Source: an optimization exercise on an open RTL-to-GDS flow (aim: small area and few clock cycles per item). Production flows keep margins and buffers that such runs may drop.
In this exercise RTL edits were held to simulation tests only and were not proved equivalent to the original.

## flow/design.v (module list and top-level ports; edited modules follow where they fit)
// module mm_prod: 832 lines
// module mm_fa: 4 lines
// module mm_xnor2: 3 lines
// module mm_or2: 3 lines
// module mm_ha: 4 lines
// module mant_mult_foil_pipe: 61 lines
// module mm_add: 31 lines
module mant_mult_foil_pipe
#(
  parameter int EW = 8,
  parameter int MW = 23,
  parameter int K  = 9
) (
  input  logic               clk,
  input  logic               rst,
  input  logic               in_valid,
  output logic               in_ready,
  input  logic [EW+MW-1:0]   a_operand,
  input  logic [EW+MW-1:0]   b_operand,
  input  logic               approx_en,
  output logic               out_valid,
  input  logic               out_ready,
  output logic               normalised,
  output logic [MW-1:0]      product_mantissa,
  output logic               round_carry
);
  // ...
==> flow/flow/run.sh <==
#!/bin/bash
# Standard layout, with the port buffers inserted as the smallest buffer
# (the resizer still upsizes or buffers them where timing or slew needs it).
export BUFFER_PORTS_ARGS="-buffer_cell sky130_fd_sc_hd__buf_1"
bash standard.sh > standard.log 2>&1
==> flow/standard.sh <==
#!/bin/bash
# synth_recipe.tcl (not shown) runs the flow's synth.tcl, then flattens the netlist and writes it again
# the make line also repeats each setting of config.mk as NAME=value (left out here)
make -C /OpenROAD-flow-scripts/flow DESIGN_CONFIG=/design/flow/config.mk WORK_HOME=/design/flow/orfs CLKGATE_MAP_FILE= SYNTH_SCRIPT=/design/flow/synth_recipe.tcl "${@:-finish}"
==> flow/config.mk <==
export PLATFORM = sky130hd
export DESIGN_NAME = mant_mult_foil_pipe
export DESIGN_NICKNAME = mant_mult_foil_pipe
export VERILOG_FILES = /design/flow/design.v
export SDC_FILE = /design/flow/constraint.sdc
export NUM_CORES = 4
export LEC_CHECK = 0
export CAP_MARGIN = 20
export CORE_MARGIN = 2
export CORE_UTILIZATION = 60
export CTS_BUF_LIST = sky130_fd_sc_hd__clkbuf_8
export PLACE_DENSITY = 0.45
export SLEW_MARGIN = 20
export SYNTH_HIERARCHICAL = 1
export SYNTH_MINIMUM_KEEP_SIZE = 0
==> flow/constraint.sdc <==
create_clock -name core_clock -period 12.0 [get_ports {clk}]
set_input_delay 2.4000 -clock core_clock [delete_from_list [all_inputs] [get_ports {clk}]]
set_output_delay 2.4000 -clock core_clock [all_outputs]
set_load 0.01 [all_outputs]
==> reports/summary.txt, run 1 <==
Setup crit end kind = flip-flop
pin count of the biggest net entering global routing = 33
Netlist cell types = 76
final instance count without filler cells = 1993
Initial Util = 0.6115
synth top area cells = fa_1 33%, xnor2_1 14%, a22oi_1 12%
WHS Endpoint = out_valid
Area Overhead vs Synth = -0.01490%
die span in x = 169.7 µm
Post-Synth Simple-Gate Area = 0.08549
chip height = 169.7 µm
Reg2Reg Depth = 1
XOR/XNOR Fraction of Synth Area = 0.1525
post-synthesis async set-or-reset flop share = 0.03846
CTS Buf Count = 3
commonest cells after routing, fill and taps aside = 269 x fa_1, 268 x xnor2_1, 255 x a22oi_1
Worst Hold Launch = out_valid
wire length on met2 = 22940 µm
status = complete, no violations
worst r2r src = out_valid
final hold viol count = 0
post-route cell area = 16480 µm²
period utilisation layout = 0.9328
Final setup viols = 0
GP Congestion = 0.9670
Post-synth top cells = 269 x fa_1, 269 x xnor2_1, 255 x a22oi_1, 114 x ha_1, 110 x buf_4
clkbuf count = 4
#MultiIn Comb = 1427
Global Route met3 Usage = 0.1266
synth warn = 9
Reg area = 775.7 µm²
gr ovfl total = 0
gr usage total = 0.3966
vias in the first global route = 13725
worst skew pair latency = 0.26 ns
Crit Path Max Fanout = 26
Testbench counts, summed over its fixed seeds: cycles 16,008, items 16,000.
==> run 2: changes to the inputs <==
--- a/flow/config.mk
+++ b/flow/config.mk
@@ -10,5 +10,5 @@
 export CORE_UTILIZATION = 60
 export CTS_BUF_LIST = sky130_fd_sc_hd__clkbuf_8
-export PLACE_DENSITY = 0.45
+export PLACE_DENSITY = 0.95
 export SLEW_MARGIN = 20
 export SYNTH_HIERARCHICAL = 1
==> reports/summary.txt, run 2 <==
gr usage total = 0.3750 (was 0.3966)
WL/cell = 26.73 µm (was 28.18 µm)
setup bufs post-CTS = 0 (unchanged)
syn_area_per_cell = 9.609 µm² (unchanged)
Synth top area share = 0.3268 (unchanged)
Post-synth EDFFs = 25 (unchanged)
synth top area cells = fa_1 33%, xnor2_1 14%, a22oi_1 12% (unchanged)
GP Congestion = 1.082 (was 0.9670)
Resize count post-CTS = 0 (unchanged)
Clk pin slew, worst setup/hold paths = 0.09 ns (was 0.08 ns)
CP max stage delay = 0.65 ns (was 0.53 ns)
Port Buffers = 93 (unchanged)
Setup crit end kind = flip-flop (unchanged)
dpl ws = 0.1755 ns (was 0.5140 ns)
DRT iter0 DRCs = 2069 (was 1834)
CTS tree = built (unchanged)
Max Clock Freq = 86.39 MHz (was 89.33 MHz)
H-Tree Depth = 1 (unchanged)
initial antenna violation count = 0 (was 1)
die span in x = 169.7 µm (unchanged)
post-route minimum period = 11.58 ns (was 11.19 ns)
share of cells above drive strength 1 = 0.07104 (was 0.07087)
Util after Layout = 0.6131 (was 0.6114)
Worst-Margin Slew = 1.139 ns (was 1.108 ns)
Initial Util = 0.6115 (unchanged)
drt via density = 7.177 (was 6.842)
gr ovfl total = 0 (unchanged)
Max clock buf depth = 2 (unchanged)
status = complete, no violations (unchanged)
# diodes = 0 (was 1)
Root Buffer = clkbuf_8 (unchanged)
period utilisation layout = 0.9646 (was 0.9328)
Vias = 14368 (was 13636)
Post-synth top cells = 269 x fa_1, 269 x xnor2_1, 255 x a22oi_1, 114 x ha_1, 110 x buf_4 (unchanged)
DR pass1 iterations = 8 (was 7)
clock sink count = 26 (unchanged)
Total Neg Setup Slack = 0 ns (unchanged)
CP arrival = 11.62 ns (was 11.22 ns)
DRC Markers = 0 (unchanged)
Crit Path Max Fanout = 17 (was 26)
RSZ-0062 raised after global routing = false (unchanged)
Worst Setup Start Kind = input pin (unchanged)
Top reg by flops = r_mant (unchanged)
max cap viols = 0 (unchanged)
final slew viol count = 0 (unchanged)
final worst setup slack = 0.4243 ns (was 0.8058 ns)
worst skew pair latency = 0.29 ns (was 0.26 ns)
chip height = 169.7 µm (unchanged)
synth warn = 9 (unchanged)
Area Overhead vs Synth = 0.2733% (was -0.01490%)
post-synth top area cell = fa_1 (unchanged)
vias in the first global route = 14776 (was 13725)
Yosys reg bits = 26 (unchanged)
Syn Std Cell Area = 16480 µm² (unchanged)
Ports = 94 (unchanged)
cell row count = 60 (unchanged)
post-synthesis sequential area ratio = 0.04707 (unchanged)
commonest non-fill, non-tap cell in the layout = fa_1 (unchanged)
Cells after Synth = 1715 (unchanged)
max reg flops = 23 (unchanged)
dpl hpwl = 42620 µm (was 44890 µm)
WP data required = 12.05 ns (was 12.03 ns)
syn_nets = 2165 (unchanged)
post-synthesis async set-or-reset flop share = 0.03846 (unchanged)
placeable core area = 26950 µm² (unchanged)
Nets = 2112 (was 2102)
ANT nets after route = 0 (unchanged)
commonest cells after routing, fill and taps aside = 269 x fa_1, 268 x xnor2_1, 255 x a22oi_1 (unchanged)
WL final = 53510 µm (was 56160 µm)
Final setup viols = 0 (unchanged)
global-route wire length before repair = 82240 µm (was 85150 µm)
ys flop type = edfxtp_1 (unchanged)
pin count of the biggest net entering global routing = 33 (unchanged)
number of hold buffers added after CTS = 0 (unchanged)
CTS Buf Count = 3 (unchanged)
die area = 28810 µm² (unchanged)
Netlist cell types = 76 (unchanged)
clock skew = 0.009077 ns (was 0.001656 ns)
slew margin rel. = 0.2404 (was 0.2612)
Crit-path slowest cell = or4b_2 (was fa_1)
CP Class = input pin to flip-flop (unchanged)
worst hold path class = flip-flop to flip-flop (unchanged)
Most common cell on crit path = fa_1 (unchanged)
final hold viol count = 0 (unchanged)
-- run 2: changes by cell type in the layout (fill, tap and decap cells not counted), moves of 2 or more --
| cell | delta |
|---|---|
| a21oi_1 | +5 |
| a21oi_2 | -3 |
| a21oi_4 | -2 |
| buf_4 | +9 |
| nor4_1 | +2 |
| nor4_2 | -2 |
-- run 2: worst paths after layout --
check / start / cells after the start / endpoint / slack, ns
worst max-delay path: b_operand[22] / 31 / r_up / 0.42
worst min-delay path: out_valid / 3 / out_valid / 0.80
worst max register to register: out_valid / 2 / r_mant[11] / 10.87
worst min register to register: out_valid / 3 / out_valid / 0.80
max in group asynchronous: rst / 2 / out_valid / 10.00
min in group asynchronous: rst / 2 / out_valid / 1.91
-- run 2: final cells by class --
class	count	area, µm²
sequential	26	775.7
clock inverter	1	30.03
tap	341	426.7
inverter	33	123.9
multi-input combinational	1427	14190
timing repair buffer	171	933.4
fill	2089	10430
clock buffer	3	41.29
-- run 2: metrics by stage --
stage / instance area [µm²] / hold WS, ns / std cells
4_1_cts: 16500 / 0.8024 / 2001
3_5_place_dp: 16430 / 0.7770 / 1997
2_1_floorplan: 16480 / 1.160 / 1715
5_1_grt: 16520 / 0.8734 / 2002
6_report: 16520 / 0.7983 / 2002
3_3_place_gp: 16430 / 0.7407 / 1997
-- run 2: Yosys stat by module (local to each module, per instance), excerpt --
module               times used  flops+latches
mm_ha                        77              0
mm_or2                       28              0
mm_xnor2                     28              0
mm_fa                       269              0
mm_prod                       1              0
mant_mult_foil_pipe           1             26
-- run 2: routing by layer --
| metal | GRT usage | wire, µm | vias to the layer above | share of wire |
|---|---|---|---|---|
| met4 | 0.2048 | 3934 | 0 | 0.074 |
| met2 | 0.5897 | 23500 | 1284 | 0.44 |
| met3 | 0.1003 | 7474 | 315 | 0.14 |
| met1 | 0.4728 | 18600 | 6942 | 0.35 |
| li1 | - | - | 5827 | - |
| met5 | 0 | 0 | - | 0 |
-- run 2: cell families after synthesis --
logic type | synth area share
XOR/XNOR | 0.1525
adder cells (fa/ha/maj) | 0.4133
multiplexers | 0.01518
flip-flops | 0.04707
other | 0.0004557
buffers and inverters | 0.09392
AO/OA/AOI/OAI | 0.1920
AND/OR/NAND/NOR | 0.08549
-- run 2: critical path: cells and delay by family --
| family | cells | cell delay [ns] |
|---|---|---|
| fa+ha+maj | 9 | 3.57 |
| compound gates | 12 | 2.45 |
| simple gates | 5 | 1.93 |
| buf+inv | 4 | 0.95 |
| xor+xnor | 1 | 0.29 |
==> run 3: changes to the inputs <==
--- a/flow/config.mk
+++ b/flow/config.mk
@@ -10,5 +10,4 @@
 export CORE_UTILIZATION = 60
 export CTS_BUF_LIST = sky130_fd_sc_hd__clkbuf_8
-export PLACE_DENSITY = 0.95
 export SLEW_MARGIN = 20
 export SYNTH_HIERARCHICAL = 1
==> reports/summary.txt, run 3 <==
post-route minimum period = 11.19 ns (was 11.58 ns)
multiplexer area fraction after synthesis = 0.01518 (unchanged)
final hold viol count = 0 (unchanged)
Nets = 2102 (was 2112)
syn_area_per_cell = 9.609 µm² (unchanged)
Root Buffer = clkbuf_8 (unchanged)
Yosys reg bits = 26 (unchanged)
Area Overhead vs Synth = -0.01490% (was 0.2733%)
clock skew = 0.001656 ns (was 0.009077 ns)
dpl hpwl = 44890 µm (was 42620 µm)
Clk pin slew, worst setup/hold paths = 0.08 ns (was 0.09 ns)
WL/cell = 28.18 µm (was 26.73 µm)
worst skew pair latency = 0.26 ns (was 0.29 ns)
Max Clock Freq = 89.33 MHz (was 86.39 MHz)
Worst Setup Start Kind = input pin (unchanged)
Ports = 94 (unchanged)
Syn Std Cell Area = 16480 µm² (unchanged)
worst hold path class = flip-flop to flip-flop (unchanged)
DP Cell Count = 1988 (was 1997)
number of hold buffers added after CTS = 0 (unchanged)
RSZ-0062 raised after global routing = false (unchanged)
DR pass1 iterations = 7 (was 8)
Most common cell on crit path = fa_1 (unchanged)
syn_nets = 2165 (unchanged)
Post-synth top cells = 269 x fa_1, 269 x xnor2_1, 255 x a22oi_1, 114 x ha_1, 110 x buf_4 (unchanged)
gr ovfl total = 0 (unchanged)
post-synthesis async set-or-reset flop share = 0.03846 (unchanged)
gr usage total = 0.3966 (was 0.3750)
max cap viols = 0 (unchanged)
Min Hold Slack = 0.9545 ns (was 0.7983 ns)
post-synthesis compound-gate area fraction = 0.1920 (unchanged)
Top reg by flops = r_mant (unchanged)
clock sink count = 26 (unchanged)
CP max stage delay = 0.53 ns (was 0.65 ns)
Total Neg Setup Slack = 0 ns (unchanged)
final slew viol count = 0 (unchanged)
H-Tree Depth = 1 (unchanged)
DRC Markers = 0 (unchanged)
pin count of the biggest net entering global routing = 33 (unchanged)
Util after Layout = 0.6114 (was 0.6131)
post-route cell area = 16480 µm² (was 16520 µm²)
commonest cells after routing, fill and taps aside = 269 x fa_1, 268 x xnor2_1, 255 x a22oi_1 (unchanged)
synth warn = 9 (unchanged)
Synth top area share = 0.3268 (unchanged)
Initial Util = 0.6115 (unchanged)
GP Congestion = 0.9670 (was 1.082)
Netlist cell types = 76 (unchanged)
Crit-path slowest cell = fa_1 (was or4b_2)
main combinational cell family by area after synthesis = adder cells (unchanged)
max reg flops = 23 (unchanged)
final instance count without filler cells = 1993 (was 2002)
global-route wire length before repair = 85150 µm (was 82240 µm)
placeable core area = 26950 µm² (unchanged)
Final setup viols = 0 (unchanged)
Worst-Margin Slew = 1.108 ns (was 1.139 ns)
DRT iter0 DRCs = 1834 (was 2069)
Post-Synth Simple-Gate Area = 0.08549 (unchanged)
CTS tree = built (unchanged)
ANT nets after route = 0 (unchanged)
post-synthesis sequential area ratio = 0.04707 (unchanged)
final worst setup slack = 0.8058 ns (was 0.4243 ns)
share of cells above drive strength 1 = 0.07087 (was 0.07104)
XOR/XNOR Fraction of Synth Area = 0.1525 (unchanged)
Setup crit end kind = flip-flop (unchanged)
setup bufs post-CTS = 0 (unchanged)
period utilisation layout = 0.9328 (was 0.9646)
drt via density = 6.842 (was 7.177)
die area = 28810 µm² (unchanged)
chip height = 169.7 µm (unchanged)
CP Class = input pin to flip-flop (unchanged)
cell row count = 60 (unchanged)
CTS Buf Count = 3 (unchanged)
Crit Path Max Fanout = 26 (was 17)
dpl ws = 0.5140 ns (was 0.1755 ns)
Max clock buf depth = 2 (unchanged)
Vias = 13636 (was 14368)
die span in x = 169.7 µm (unchanged)
Resize count post-CTS = 0 (unchanged)
Cells after Synth = 1715 (unchanged)
Area after DPL = 16410 µm² (was 16430 µm²)
Synth Area in Adders = 0.4133 (unchanged)
WL final = 56160 µm (was 53510 µm)
vias in the first global route = 13725 (was 14776)
Post-synth EDFFs = 25 (unchanged)
synth top area cells = fa_1 33%, xnor2_1 14%, a22oi_1 12% (unchanged)
ys flop type = edfxtp_1 (unchanged)
commonest non-fill, non-tap cell in the layout = fa_1 (unchanged)
status = complete, no violations (unchanged)
CP arrival = 11.22 ns (was 11.62 ns)
post-synth top area cell = fa_1 (unchanged)
slew margin rel. = 0.2612 (was 0.2404)
Port Buffers = 93 (unchanged)
WP data required = 12.03 ns (was 12.05 ns)
initial antenna violation count = 1 (was 0)
-- run 3: area by class of cell --
type	instances	area [µm²]
diodes	1	2.502
clock buffers	4	55.05
fillers	2426	10470
inverters	33	123.9
multi-input cells	1427	14230
flip-flops and latches	26	775.7
well taps	341	426.7
repair buffers	161	862.1
-- run 3: cell families after synthesis --
logic type / Yosys count
AO/OA/AOI/OAI: 448
adder cells (fa/ha/maj): 383
XOR/XNOR: 287
AND/OR/NAND/NOR: 282
buffers and inverters: 262
flip-flops: 26
multiplexers: 25
other: 2
-- run 3: path summary, 6_finish.rpt --
kind | endpoint | from | slack, ns | depth (start not counted)
setup / recovery | r_up | b_operand[21] | 0.81 | 33
hold / removal | out_valid | out_valid | 0.95 | 2
setup reg to reg | r_mant[16] | out_valid | 10.77 | 1
hold reg to reg | out_valid | out_valid | 0.95 | 2
max in group asynchronous | out_valid | rst | 9.98 | 2
min in group asynchronous | out_valid | rst | 1.93 | 2
-- run 3: per-module statistics from Yosys, one instance, submodules excluded, a selection --
module               cells inside  flops+latches
mm_or2                          1              0
mant_mult_foil_pipe            74             26
mm_xnor2                        1              0
mm_fa                           1              0
mm_ha                           1              0
mm_prod                      1054              0
-- run 3: routing by layer --
| metal | routed length, µm | GRT usage |
|---|---|---|
| met1 | 23470 | 0.5640 |
| met2 | 22940 | 0.5826 |
| met3 | 7557 | 0.1266 |
| met4 | 2188 | 0.1107 |
| met5 | 0 | 0 |
-- run 3: worst max-delay path: cells and delay by family --
kind / cells / cell delay (ns)
AO/OA/AOI/OAI: 12 / 1.95
XOR/XNOR: 2 / 0.38
adder cells (fa/ha/maj): 10 / 3.67
buffers and inverters: 4 / 0.75
AND/OR/NAND/NOR: 5 / 2.06
==> run 4: changes to the inputs <==
--- a/flow/config.mk
+++ b/flow/config.mk
@@ -10,4 +10,5 @@
 export CORE_UTILIZATION = 60
 export CTS_BUF_LIST = sky130_fd_sc_hd__clkbuf_8
+export PLACE_DENSITY = 0.85
 export SLEW_MARGIN = 20
 export SYNTH_HIERARCHICAL = 1
==> reports/summary.txt, run 4 <==
ANT nets after route = 0 (unchanged)
Ports = 94 (unchanged)
Initial Util = 0.6115 (unchanged)
Resize count post-CTS = 0 (unchanged)
Setup crit end kind = flip-flop (unchanged)
Synth Area in Adders = 0.4133 (unchanged)
cell row count = 60 (unchanged)
Vias = 14300 (was 13636)
syn_nets = 2165 (unchanged)
hold-critical path depth = 3 (was 2)
CTS Buf Count = 3 (unchanged)
CP Class = input pin to flip-flop (unchanged)
XOR/XNOR Fraction of Synth Area = 0.1525 (unchanged)
CP arrival = 11.78 ns (was 11.22 ns)
synth top area cells = fa_1 33%, xnor2_1 14%, a22oi_1 12% (unchanged)
multiplexer area fraction after synthesis = 0.01518 (unchanged)
DRT iter0 DRCs = 2129 (was 1834)
Synth top area share = 0.3268 (unchanged)
gr ovfl total = 0 (unchanged)
Multi-input gate area = 14170 µm² (was 14230 µm²)
worst hold path class = flip-flop to flip-flop (unchanged)
GP Congestion = 1.054 (was 0.9670)
final slew viol count = 0 (unchanged)
Area Overhead vs Synth = -0.3341% (was -0.01490%)
post-route minimum period = 11.73 ns (was 11.19 ns)
worst skew pair latency = 0.29 ns (was 0.26 ns)
Worst-Margin Slew = 1.166 ns (was 1.108 ns)
post-synth top area cell = fa_1 (unchanged)
post-synthesis compound-gate area fraction = 0.1920 (unchanged)
Util after Layout = 0.6094 (was 0.6114)
Port Buffers = 93 (unchanged)
Reg area = 775.7 µm² (unchanged)
H-Tree Depth = 1 (unchanged)
WL/cell = 27.06 µm (was 28.18 µm)
worst r2r src = out_valid (unchanged)
period utilisation layout = 0.9772 (was 0.9328)
slew margin rel. = 0.2224 (was 0.2612)
Post-synth EDFFs = 25 (unchanged)
Final setup viols = 0 (unchanged)
synth warn = 9 (unchanged)
post-synthesis async set-or-reset flop share = 0.03846 (unchanged)
die span in x = 169.7 µm (unchanged)
Post-synth top cells = 269 x fa_1, 269 x xnor2_1, 255 x a22oi_1, 114 x ha_1, 110 x buf_4 (unchanged)
Yosys reg bits = 26 (unchanged)
max cap viols = 0 (unchanged)
dpl hpwl = 42220 µm (was 44890 µm)
share of cells above drive strength 1 = 0.06477 (was 0.07087)
vias in the first global route = 14380 (was 13725)
clock sink count = 26 (unchanged)
initial antenna violation count = 0 (was 1)
CTS tree = built (unchanged)
# diodes = 0 (was 1)
Max clock buf depth = 2 (unchanged)
pin count of the biggest net entering global routing = 35 (was 33)
Clk pin slew, worst setup/hold paths = 0.09 ns (was 0.08 ns)
chip height = 169.7 µm (unchanged)
CP max stage delay = 0.56 ns (was 0.53 ns)
delay-heaviest family, CP = adder cells (unchanged)
Crit path depth = 33 (unchanged)
Cells after Synth = 1715 (unchanged)
syn_area_per_cell = 9.609 µm² (unchanged)
Crit Path Max Fanout = 22 (was 26)
CP startpoint = b_operand[21] (unchanged)
Root Buffer = clkbuf_8 (unchanged)
Reg2Reg Depth = 2 (was 1)
WL final = 53930 µm (was 56160 µm)
WP data required = 12.05 ns (was 12.03 ns)
post-synthesis sequential area ratio = 0.04707 (unchanged)
Nets = 2103 (was 2102)
max reg flops = 23 (unchanged)
Top reg by flops = r_mant (unchanged)
final hold viol count = 0 (unchanged)
DRC Markers = 0 (unchanged)
Total Neg Setup Slack = 0 ns (unchanged)
Worst Setup Start Kind = input pin (unchanged)
Syn Std Cell Area = 16480 µm² (unchanged)
commonest non-fill, non-tap cell in the layout = fa_1 (unchanged)
number of hold buffers added after CTS = 0 (unchanged)
setup bufs post-CTS = 0 (unchanged)
WP buf/inv = 4 (unchanged)
Worst Hold Launch = out_valid (unchanged)
status = complete, no violations (unchanged)
RSZ-0062 raised after global routing = false (unchanged)
global-route wire length before repair = 81880 µm (was 85150 µm)
gr usage total = 0.3753 (was 0.3966)
Crit-path slowest cell = nor3_1 (was fa_1)
clock skew = 0.005947 ns (was 0.001656 ns)
DR pass1 iterations = 7 (unchanged)
placeable core area = 26950 µm² (unchanged)
main combinational cell family by area after synthesis = adder cells (unchanged)
Post-Synth Simple-Gate Area = 0.08549 (unchanged)
ys flop type = edfxtp_1 (unchanged)
Netlist cell types = 76 (unchanged)
Max Clock Freq = 85.28 MHz (was 89.33 MHz)
commonest cells after routing, fill and taps aside = 269 x fa_1, 268 x xnor2_1, 255 x a22oi_1 (unchanged)
Layout fillers = 2194 (was 2426)
drt via density = 7.175 (was 6.842)
die area = 28810 µm² (unchanged)
## run 4: changes by cell type in the layout (fill, tap and decap cells not counted), moves of 2 or more
cell,previous run,this run
a21oi_1,75,81
a21oi_2,9,5
a21oi_4,2,0
nor4_1,9,11
nor4_2,3,1
## run 4: routing by layer
metal	GRT usage	wire length (µm)	vias to the layer above
met4	0.2022	4121	0
met2	0.5567	22360	1328
met5	0	0	-
met3	0.1341	8353	298
met1	0.4809	19100	6847
li1	-	-	5827
## run 4: final timing paths
check | endpoint | slack, ns
worst max-delay path | r_up | 0.27
min in group asynchronous | out_valid | 1.91
max in group asynchronous | out_valid | 10.00
worst min register to register | out_valid | 0.81
worst max register to register | r_mant[10] | 10.87
worst min-delay path | out_valid | 0.81
## run 4: layout make-up
type	instances	share of cell area
multi-input combinational	1427	0.8630
timing repair buffer	162	0.05287
sequential	26	0.04723
tap	341	0.02598
inverter	33	0.007542
clock buffer	4	0.003352
## run 4: kinds of logic (layout without fill, tap and decap cells)
group	count (synthesis)	in the layout
buffers and inverters	262	199
adder cells (fa/ha/maj)	383	383
multiplexers	25	25
AND/OR/NAND/NOR	282	282
other	2	2
flip-flops	26	26
AO/OA/AOI/OAI	448	448
XOR/XNOR	287	287
## run 4: tightest hold or removal path: stages (launching register included)
cell,delay (ns)
dfrtp_1,0.36
nand2b_1,0.06
buf_4,0.24
nand2b_1,0.12
## run 4: per-module statistics from Yosys (local to each module, per instance), excerpt
module               cells  area [µm²]  flip-flops and latches  times used
mant_mult_foil_pipe     74        1172                      26           1
mm_fa                    1       20.02                       0         269
mm_ha                    1       12.51                       0          77
mm_or2                   1       6.256                       0          28
mm_prod               1054        7286                       0           1
mm_xnor2                 1       8.758                       0          28
## run 4: metrics by stage
stage | setup WS [ns] | cells | instance area [µm²] | hold slack (ns)
final | 0.2741 | 1993 | 16420 | 0.8138
after floorplan | 1.325 | 1715 | 16480 | 1.160
after detailed placement | 0.2502 | 1989 | 16370 | 0.8155
after global placement | 0.6512 | 1989 | 16370 | 0.7420
after CTS | 0.5441 | 1993 | 16420 | 0.8378
after global routing | 0.02688 | 1993 | 16420 | 0.8706
==> run 5: changes to the inputs <==
==> flow/flow/run.sh (replaced) <==
#!/bin/bash
# Standard layout, with the port buffers inserted as the smallest buffer
# (the resizer still upsizes or buffers them where timing or slew needs it), and
# timing-driven global placement not keeping the buffers its early, coarse
# repair_design passes insert (repair_design after placement adds what is needed).
export BUFFER_PORTS_ARGS="-buffer_cell sky130_fd_sc_hd__buf_1"
export GPL_KEEP_OVERFLOW=0
bash standard.sh > standard.log 2>&1
--- a/flow/config.mk
+++ b/flow/config.mk
@@ -10,5 +10,4 @@
 export CORE_UTILIZATION = 60
 export CTS_BUF_LIST = sky130_fd_sc_hd__clkbuf_8
-export PLACE_DENSITY = 0.85
 export SLEW_MARGIN = 20
 export SYNTH_HIERARCHICAL = 1
==> reports/summary.txt, run 5 <==
Yosys reg bits = 26 (unchanged)
commonest cells after routing, fill and taps aside = 269 x fa_1, 268 x xnor2_1, 255 x a22oi_1 (unchanged)
Area Overhead vs Synth = 1.336% (was -0.3341%)
RR Endpoint = r_mant[10] (unchanged)
Multi-input gate area = 14410 µm² (was 14170 µm²)
CTS tree = built (unchanged)
pin count of the biggest net entering global routing = 38 (was 35)
slew margin rel. = 0.1694 (was 0.2224)
Crit Path Max Fanout = 33 (was 22)
Crit-path slowest cell = fa_1 (was nor3_1)
Critical path destination = r_up (unchanged)
Total Neg Setup Slack = 0 ns (unchanged)
Top reg by flops = r_mant (unchanged)
Ports = 94 (unchanged)
post-synth top area cell = fa_1 (unchanged)
WL final = 55840 µm (was 53930 µm)
number of hold buffers added after CTS = 0 (unchanged)
Crit path depth = 36 (was 33)
final instance count without filler cells = 1955 (was 1993)
WP data required = 12.02 ns (was 12.05 ns)
CP arrival = 11.56 ns (was 11.78 ns)
synth top area cells = fa_1 33%, xnor2_1 14%, a22oi_1 12% (unchanged)
commonest non-fill, non-tap cell in the layout = fa_1 (unchanged)
post-synthesis async set-or-reset flop share = 0.03846 (unchanged)
WL/cell = 28.56 µm (was 27.06 µm)
CP startpoint = b_operand[21] (unchanged)
syn_nets = 2165 (unchanged)
DRT iter0 DRCs = 1821 (was 2129)
die area = 28810 µm² (unchanged)
Max clock buf depth = 2 (unchanged)
Area after DPL = 16550 µm² (was 16370 µm²)
worst hold path class = flip-flop to flip-flop (unchanged)
DR pass1 iterations = 6 (was 7)
worst skew pair latency = 0.27 ns (was 0.29 ns)
Final setup viols = 0 (unchanged)
Min Hold Slack = 0.9632 ns (was 0.8138 ns)
Worst R2R Setup Slack = 10.76 ns (was 10.87 ns)
Netlist cell types = 76 (unchanged)
Most common cell on crit path = fa_1
hold-critical path depth = 2 (was 3)
DP Cell Count = 1946 (was 1989)
Worst Setup Start Kind = input pin (unchanged)
Post-synth top cells = 269 x fa_1, 269 x xnor2_1, 255 x a22oi_1, 114 x ha_1, 110 x buf_4 (unchanged)
Worst Hold Launch = out_valid (unchanged)
DRC Markers = 0 (unchanged)
Worst-Margin Slew = 1.246 ns (was 1.166 ns)
Reg2Reg Depth = 1 (was 2)
ys flop type = edfxtp_1 (unchanged)
max cap viols = 0 (unchanged)
final slew viol count = 0 (unchanged)
status = complete, no violations (unchanged)
CP max stage delay = 0.53 ns (was 0.56 ns)
clock sink count = 26 (unchanged)
post-synthesis sequential area ratio = 0.04707 (unchanged)
placeable core area = 26950 µm² (unchanged)
Clk pin slew, worst setup/hold paths = 0.09 ns (about the same)
Port Buffers = 93 (unchanged)
Syn Std Cell Area = 16480 µm² (unchanged)
Setup crit end kind = flip-flop (unchanged)
initial antenna violation count = 0 (unchanged)
period utilisation layout = 0.9613 (was 0.9772)
delay-heaviest family, CP = adder cells (unchanged)
Util after Layout = 0.6196 (was 0.6094)
synth warn = 9 (unchanged)
Nets = 2065 (was 2103)
cell row count = 60 (unchanged)
# diodes = 0 (unchanged)
gr usage total = 0.3893 (was 0.3753)
global-route wire length before repair = 83860 µm (was 81880 µm)
chip height = 169.7 µm (unchanged)
Vias = 13728 (was 14300)
worst r2r src = out_valid (unchanged)
GP Congestion = 0.9905 (was 1.054)
drt via density = 7.022 (was 7.175)
Max Clock Freq = 86.68 MHz (was 85.28 MHz)
clock skew = 0.008419 ns (was 0.005947 ns)
Cells after Synth = 1715 (unchanged)
die span in x = 169.7 µm (unchanged)
ANT nets after route = 0 (unchanged)
WP buf/inv = 5 (was 4)
share of cells above drive strength 1 = 0.06815 (was 0.06477)
final hold viol count = 0 (unchanged)
Reg area = 775.7 µm² (unchanged)
max reg flops = 23 (unchanged)
Initial Util = 0.6115 (unchanged)
H-Tree Depth = 1 (unchanged)
Layout fillers = 2327 (was 2194)
dpl hpwl = 43680 µm (was 42220 µm)
post-route cell area = 16700 µm² (was 16420 µm²)
CP Class = input pin to flip-flop (unchanged)
gr ovfl total = 0 (unchanged)
CTS Buf Count = 3 (unchanged)
post-route minimum period = 11.54 ns (was 11.73 ns)
Root Buffer = clkbuf_8 (unchanged)
RSZ-0062 raised after global routing = false (unchanged)
Post-synth EDFFs = 25 (unchanged)
syn_area_per_cell = 9.609 µm² (unchanged)
vias in the first global route = 13442 (was 14380)
Synth top area share = 0.3268 (unchanged)
-- run 5: cell types whose count changed in the layout (fill, tap and decap cells not counted), sizes merged --
cell / before / now
clkinvlp: 0 / 1
clkbuf: 5 / 3
bufinv: 0 / 1
nand2b: 17 / 18
inv: 30 / 29
buf: 161 / 123
-- run 5: repair_timing --
item	CTS	global route
cloned	0	1
gates resized for setup	2	6
hold endpoints to repair	0	0
buffers inserted	1	3
endpoints found under the setup margin	10	10
pin swaps	1	1
-- run 5: final cells by class --
class,count,area share
clock buffer,3,0.002472
clock inverter,1,0.001798
inverter,33,0.007642
multi-input combinational,1428,0.8629
sequential,26,0.04645
tap,341,0.02555
timing repair buffer,123,0.05320
-- run 5: worst min-delay path by stage --
stage	to	slack, ns
2_1_floorplan	out_valid	1.16
3_3_place_gp	out_valid	1.28
3_5_place_dp	out_valid	0.97
4_1_cts	out_valid	0.99
5_1_grt	out_valid	1.05
6_report	out_valid	0.96
-- run 5: Yosys stat by module, one instance, submodules excluded, excerpt --
module / flip-flops and latches / copies in the design
mm_ha: 0 / 77
mm_prod: 0 / 1
mm_fa: 0 / 269
mm_or2: 0 / 28
mm_xnor2: 0 / 28
mant_mult_foil_pipe: 26 / 1
-- run 5: kinds of logic after synthesis --
| group | count (synthesis) | synth area share |
|---|---|---|
| multiplexers | 25 | 0.01518 |
| XOR/XNOR | 287 | 0.1525 |
| adder cells (fa/ha/maj) | 383 | 0.4133 |
| AO/OA/AOI/OAI | 448 | 0.1920 |
| other | 2 | 0.0004557 |
| flip-flops | 26 | 0.04707 |
| buffers and inverters | 262 | 0.09392 |
| AND/OR/NAND/NOR | 282 | 0.08549 |
-- run 5: metrics by stage --
step	setup WS, ns
2_1_floorplan	1.325
3_5_place_dp	-0.7852
6_report	0.4639
3_3_place_gp	-3.705
5_1_grt	0.02160
4_1_cts	0.04635
-- run 5: layer usage --
| layer | vias to the layer above | track usage | share of wire |
|---|---|---|---|
| met5 | - | 0 | 0 |
| met4 | 0 | 0.09996 | 0.034 |
| met3 | 121 | 0.1075 | 0.13 |
| met2 | 995 | 0.5684 | 0.42 |
| met1 | 6841 | 0.5715 | 0.42 |
| li1 | 5771 | - | - |

-- separate check: timing with driven ports --
Ports are ideal in the flow. The routed layouts listed here were re-timed in OpenROAD. Step 1 sets driving cells, clkbuf_16 on the clock port and buf_2 on the other inputs (assumed; they add their load-dependent delay and slew). Step 2 also shifts input and output timing later by t, the mid clock arrival at the registers, as if the neighbouring blocks saw the same clock. Slacks: no drivers / after step 1 / after step 2; pairs: no drivers / after step 1.
run | t, ns | slack for setup (ns) | clock arrival spread, ns
run 1 | 0.285 | 0.806 / 0.809 / 0.524 | 0.002 / 0.001
run 2 | 0.309 | 0.424 / 0.431 / 0.121 | 0.010 / 0.009
run 3 | 0.285 | 0.806 / 0.809 / 0.524 | 0.002 / 0.001
run 4 | 0.321 | 0.274 / 0.287 / -0.034 | 0.008 / 0.008
run 5 | 0.288 | 0.464 / 0.471 / 0.183 | 0.009 / 0.009
With both steps, setup timing fails in run 4, where it was met with ideal ports. The setup slack of run 4, which loses most, moves by +0.013 ns with the drivers and by -0.308 ns with both steps.
